This is an optimization exercise on Yosys and OpenROAD, whose aim is small area, not a production implementation. In this exercise RTL edits were held to simulation tests only and were not proved equivalent to the original. Power and IR drop assume default switching activity.

== alpha ==
==> module maze_memory_muxi, before the edit <==
module maze_memory_muxi (
   input  logic s, a0, a1,
   output logic y
);
   assign y = ~(s ? a1 : a0);
endmodule
==> module maze_memory, before the edit <==
module maze_memory #(
   parameter int maze_width = 5,
   parameter int CNT_W      = 11
) (
   input  logic                  clk,
   input  logic                  rst_n,
   input  logic                  load_we,
   input  logic [maze_width-1:0] load_row,
   input  logic [maze_width-1:0] load_col,
   input  logic                  load_wall,
   input  logic                  start,
   input  logic                  clear,
   input  logic [maze_width-1:0] row,
   input  logic [maze_width-1:0] col,
   input  logic                  maze_oe,
   input  logic                  maze_we,
   input  logic                  done,
   output logic                  maze_in,
   output logic                  running,
   output logic                  exit_valid,
   output logic [maze_width-1:0] exit_row,
   output logic [maze_width-1:0] exit_col,
   output logic [CNT_W-1:0]      mark_count,
   output logic                  protocol_err
);
   localparam int N  = 1 << maze_width;
   localparam int NG = (N + 2) / 3;         
   logic run_q, fin_q;
   logic in_load;
   logic clr, rd_en, mk_en, ld_en, new_mark, err_set;
   assign in_load = !run_q && !fin_q;
   assign clr     = in_load && start;
   assign rd_en   = run_q && maze_oe;
   assign mk_en   = run_q && maze_we;
   assign ld_en   = in_load && load_we;
   assign err_set = (in_load && (maze_oe || maze_we)) ||
                    (run_q && (load_we || (maze_oe && maze_we)));
   always_ff @(posedge clk or negedge rst_n) begin
      if (!rst_n) begin
         run_q <= 1'b0;
         fin_q <= 1'b0;
      end else begin
         if (clr)                 run_q <= 1'b1;
         else if (run_q && done)  run_q <= 1'b0;
         if (run_q && done)       fin_q <= 1'b1;
         else if (fin_q && clear) fin_q <= 1'b0;
      end
   end
   logic [maze_width-1:0] a_row, a_col;
   logic [N-1:0]          rsel, csel;
   logic [N-1:0]          w_en, w_hold, m_en;
   logic                  keep;
   assign a_row = in_load ? load_row : row;
   assign a_col = in_load ? load_col : col;
   assign keep  = !clr;
   always_comb begin
      for (int i = 0; i < N; i++) begin
         rsel[i]   = (a_row == i);
         csel[i]   = (a_col == i);
         w_en[i]   = ld_en && rsel[i];
         w_hold[i] = !w_en[i];
         m_en[i]   = mk_en && rsel[i];
      end
   end
   logic [N-1:0] wall_n_q [N];    
   logic [N-1:0] wall_n_d [N];
   logic [N-1:0] vis_q  [N];
   logic [N-1:0] vis_d  [N];
   logic [N-1:0] wall_new_n [2];   
   for (genvar r = 0; r < N; r++) begin : g_row
      for (genvar c = 0; c < N; c++) begin : g_col
         maze_memory_ao22 u_wall (
            .a1(wall_n_q[r][c]), .a2(w_hold[r]), .b1(w_en[r]),
            .b2(wall_new_n[r/(N/2)][c]), .y(wall_n_d[r][c]));
         maze_memory_ao22 u_vis (
            .a1(vis_q[r][c]), .a2(keep), .b1(m_en[r]), .b2(csel[c]),
            .y(vis_d[r][c]));
      end
   end
   always_ff @(posedge clk) begin
      for (int r = 0; r < N; r++) begin
         wall_n_q[r] <= wall_n_d[r];
         vis_q[r]  <= vis_d[r];
      end
   end
   logic [N-1:0] wall_grp_n [NG];
   logic [N-1:0] vis_grp_n  [NG];
   logic [N-1:0] wall_n_row, wall_row, vis_row;
   for (genvar g = 0; g < NG; g++) begin : g_grp
      localparam int R0 = 3 * g;
      localparam int R1 = (3 * g + 1 < N) ? 3 * g + 1 : R0;
      localparam int R2 = (3 * g + 2 < N) ? 3 * g + 2 : R0;
      for (genvar c = 0; c < N; c++) begin : g_col
         maze_memory_aoi222 u_wall (
            .a1(rsel[R0]), .a2(wall_n_q[R0][c]),
            .b1(rsel[R1]), .b2(wall_n_q[R1][c]),
            .c1(rsel[R2]), .c2(wall_n_q[R2][c]),
            .y(wall_grp_n[g][c]));
         maze_memory_aoi222 u_vis (
            .a1(rsel[R0]), .a2(vis_q[R0][c]),
            .b1(rsel[R1]), .b2(vis_q[R1][c]),
            .c1(rsel[R2]), .c2(vis_q[R2][c]),
            .y(vis_grp_n[g][c]));
      end
   end
   always_comb begin
      wall_n_row = '0;
      vis_row  = '0;
      for (int g = 0; g < NG; g++) begin
         wall_n_row = wall_n_row | ~wall_grp_n[g];
         vis_row  = vis_row  | ~vis_grp_n[g];
      end
      wall_row = ~wall_n_row;
   end
   for (genvar c = 0; c < N; c++) begin : g_new
      for (genvar h = 0; h < 2; h++) begin : g_half
         maze_memory_muxi u_new (
            .s(csel[c]), .a0(wall_row[c]), .a1(load_wall), .y(wall_new_n[h][c]));
      end
   end
   assign new_mark = mk_en && !vis_row[a_col];
   logic                  maze_in_q;
   logic [maze_width-1:0] exit_row_q, exit_col_q;
   logic [CNT_W-1:0]      mark_count_q;
   logic                  protocol_err_q;
   always_ff @(posedge clk or negedge rst_n) begin
      if (!rst_n) begin
         maze_in_q      <= 1'b0;
         exit_row_q     <= '0;
         exit_col_q     <= '0;
         mark_count_q   <= '0;
         protocol_err_q <= 1'b0;
      end else begin
         if (rd_en) maze_in_q <= wall_row[a_col];
         if (run_q && done) begin
            exit_row_q <= row;
            exit_col_q <= col;
         end
         if (clr)           mark_count_q <= '0;
         else if (new_mark) mark_count_q <= mark_count_q + CNT_W'(1);
         if (err_set) protocol_err_q <= 1'b1;
      end
   end
   assign maze_in      = maze_in_q;
   assign running      = run_q;
   assign exit_valid   = fin_q;
   assign exit_row     = exit_row_q;
   assign exit_col     = exit_col_q;
   assign mark_count   = mark_count_q;
   assign protocol_err = protocol_err_q;
endmodule
Settings: LEC_CHECK=0, CAP_MARGIN=20, CORE_MARGIN=2, CORE_UTILIZATION=70, SLEW_MARGIN=20, SYNTH_HIERARCHICAL=1; clock period 10.0 ns.
standard.sh (not shown) runs the stock make flow with config.mk's settings and CLKGATE_MAP_FILE= SYNTH_SCRIPT=/design/flow/synth_recipe.tcl, a recipe that flattens the netlist after the stock synthesis.
==> flow/flow/run.sh <==
#!/bin/bash
# Layout flow: the standard ORFS flow (standard.sh, standard synthesis
# unchanged) with two changes to how the layout is built:
#  - ports are buffered with sky130_fd_sc_hd__buf_1 instead of the default
#    delay buffer;
#  - clock tree synthesis clusters up to 28 sinks within 100 um per leaf
#    buffer (clkbuf_16) and inserts no dummy loads.
# The make output goes to flow_make.log; each ORFS step keeps its own log
# under orfs/logs/.
set -euo pipefail
export BUFFER_PORTS_ARGS="-buffer_cell sky130_fd_sc_hd__buf_1"
export CTS_ARGS="-sink_clustering_enable -repair_clock_nets -buf_list sky130_fd_sc_hd__clkbuf_16 -sink_clustering_size 28 -sink_clustering_max_diameter 100 -dont_use_dummy_load"
bash standard.sh > flow_make.log 2>&1
The inputs of beta differ from those of alpha as listed below.
-- flow/design.v --
<<< alpha, line 10
);
   assign y = ~((a1 & a2) | (b1 & b2) | (c1 & c2));
endmodule
module maze_memory_muxi (
   input  logic s, a0, a1,
   output logic y
);
   assign y = ~(s ? a1 : a0);
endmodule
module maze_memory #(
>>> beta, line 10
);
   assign y = ~((a1 & a2) | (b1 & b2) | (c1 & c2));
endmodule
module maze_memory #(
<<< alpha, line 81
      end
   end
   logic [N-1:0] wall_n_q [N];    
   logic [N-1:0] wall_n_d [N];
   logic [N-1:0] vis_q  [N];
   logic [N-1:0] vis_d  [N];
   logic [N-1:0] wall_new_n [2];   
   for (genvar r = 0; r < N; r++) begin : g_row
      for (genvar c = 0; c < N; c++) begin : g_col
         maze_memory_ao22 u_wall (
            .a1(wall_n_q[r][c]), .a2(w_hold[r]), .b1(w_en[r]),
            .b2(wall_new_n[r/(N/2)][c]), .y(wall_n_d[r][c]));
         maze_memory_ao22 u_vis (
            .a1(vis_q[r][c]), .a2(keep), .b1(m_en[r]), .b2(csel[c]),
>>> beta, line 75
      end
   end
   logic [N-1:0] wall_q [N];
   logic [N-1:0] wall_d [N];
   logic [N-1:0] vis_q  [N];
   logic [N-1:0] vis_d  [N];
   logic [N-1:0] wall_new;
   for (genvar r = 0; r < N; r++) begin : g_row
      for (genvar c = 0; c < N; c++) begin : g_col
         maze_memory_ao22 u_wall (
            .a1(wall_q[r][c]), .a2(w_hold[r]), .b1(w_en[r]), .b2(wall_new[c]),
            .y(wall_d[r][c]));
         maze_memory_ao22 u_vis (
            .a1(vis_q[r][c]), .a2(keep), .b1(m_en[r]), .b2(csel[c]),
<<< alpha, line 98
   always_ff @(posedge clk) begin
      for (int r = 0; r < N; r++) begin
         wall_n_q[r] <= wall_n_d[r];
         vis_q[r]  <= vis_d[r];
      end
>>> beta, line 92
   always_ff @(posedge clk) begin
      for (int r = 0; r < N; r++) begin
         wall_q[r] <= wall_d[r];
         vis_q[r]  <= vis_d[r];
      end
<<< alpha, line 104
   logic [N-1:0] wall_grp_n [NG];
   logic [N-1:0] vis_grp_n  [NG];
   logic [N-1:0] wall_n_row, wall_row, vis_row;
   for (genvar g = 0; g < NG; g++) begin : g_grp
      localparam int R0 = 3 * g;
>>> beta, line 98
   logic [N-1:0] wall_grp_n [NG];
   logic [N-1:0] vis_grp_n  [NG];
   logic [N-1:0] wall_row, vis_row;
   for (genvar g = 0; g < NG; g++) begin : g_grp
      localparam int R0 = 3 * g;
<<< alpha, line 111
      for (genvar c = 0; c < N; c++) begin : g_col
         maze_memory_aoi222 u_wall (
            .a1(rsel[R0]), .a2(wall_n_q[R0][c]),
            .b1(rsel[R1]), .b2(wall_n_q[R1][c]),
            .c1(rsel[R2]), .c2(wall_n_q[R2][c]),
            .y(wall_grp_n[g][c]));
         maze_memory_aoi222 u_vis (
>>> beta, line 105
      for (genvar c = 0; c < N; c++) begin : g_col
         maze_memory_aoi222 u_wall (
            .a1(rsel[R0]), .a2(wall_q[R0][c]),
            .b1(rsel[R1]), .b2(wall_q[R1][c]),
            .c1(rsel[R2]), .c2(wall_q[R2][c]),
            .y(wall_grp_n[g][c]));
         maze_memory_aoi222 u_vis (
<<< alpha, line 123
   end
   always_comb begin
      wall_n_row = '0;
      vis_row  = '0;
      for (int g = 0; g < NG; g++) begin
         wall_n_row = wall_n_row | ~wall_grp_n[g];
         vis_row  = vis_row  | ~vis_grp_n[g];
      end
      wall_row = ~wall_n_row;
   end
   for (genvar c = 0; c < N; c++) begin : g_new
      for (genvar h = 0; h < 2; h++) begin : g_half
         maze_memory_muxi u_new (
            .s(csel[c]), .a0(wall_row[c]), .a1(load_wall), .y(wall_new_n[h][c]));
      end
   end
   assign new_mark = mk_en && !vis_row[a_col];
>>> beta, line 117
   end
   always_comb begin
      wall_row = '0;
      vis_row  = '0;
      for (int g = 0; g < NG; g++) begin
         wall_row = wall_row | ~wall_grp_n[g];
         vis_row  = vis_row  | ~vis_grp_n[g];
      end
      for (int c = 0; c < N; c++)
         wall_new[c] = csel[c] ? load_wall : wall_row[c];
   end
   assign new_mark = mk_en && !vis_row[a_col];
Results
beta vs alpha — maximum frequency climbed by more than 10%. Taking alpha as the reference, in beta reg-to-reg setup timing slack rose 1030 ps; power density over the cells increased 0.86%. Of beta and alpha, it is beta that has the higher number of non-clock inverters in the layout. Looking at power, beta sits 0.53% higher than alpha does. Between alpha and beta, the sequential share of power is lower for beta. On die area, alpha loses to beta. beta against alpha: slack of the critical path moved up; fraction of area in non-clock buffers neither gained nor lost much. Relative to alpha, worst slew slack as a fraction of its limit increased by 3.2 points in beta. Comparing alpha with beta, the wire length of the first global-routing pass came out essentially unchanged. Sort alpha and beta by number of buffer and inverter instances along the worst setup path, ascending, and alpha comes first.

static timing again, ports no longer ideal:
No port has a modelled driver above. Below, the same layouts with a new extraction and two added sets of constraints.
Step 1 sets driving cells, clkbuf_16 on the clock port and buf_2 on the other inputs (assumed; they add their load-dependent delay and slew).
Step 2 adds t to the input delays and takes it off the output delays; t is the mean of the earliest and latest rising clock arrival at the registers after step 1. Input paths then give back, and output paths get back, about the clock's delay inside the block.
Slacks: ideal / step 1 / step 2; pairs: ideal / step 1.
| run | shift t [ns] | slack for setup (ns) | worst setup path at the end | worst data-port slew with drivers (ns) |
|---|---|---|---|---|
| alpha | 0.770 | 2.576 / 2.576 / 2.310 | input to register | 0.19 |
| beta | 0.765 | 3.538 / 3.585 / 2.820 | input to register | 0.13 |
After both steps setup and hold are still met in every run listed. For beta, which loses most, drivers alone change the setup slack by +0.047 ns; drivers and shift together by -0.718 ns.
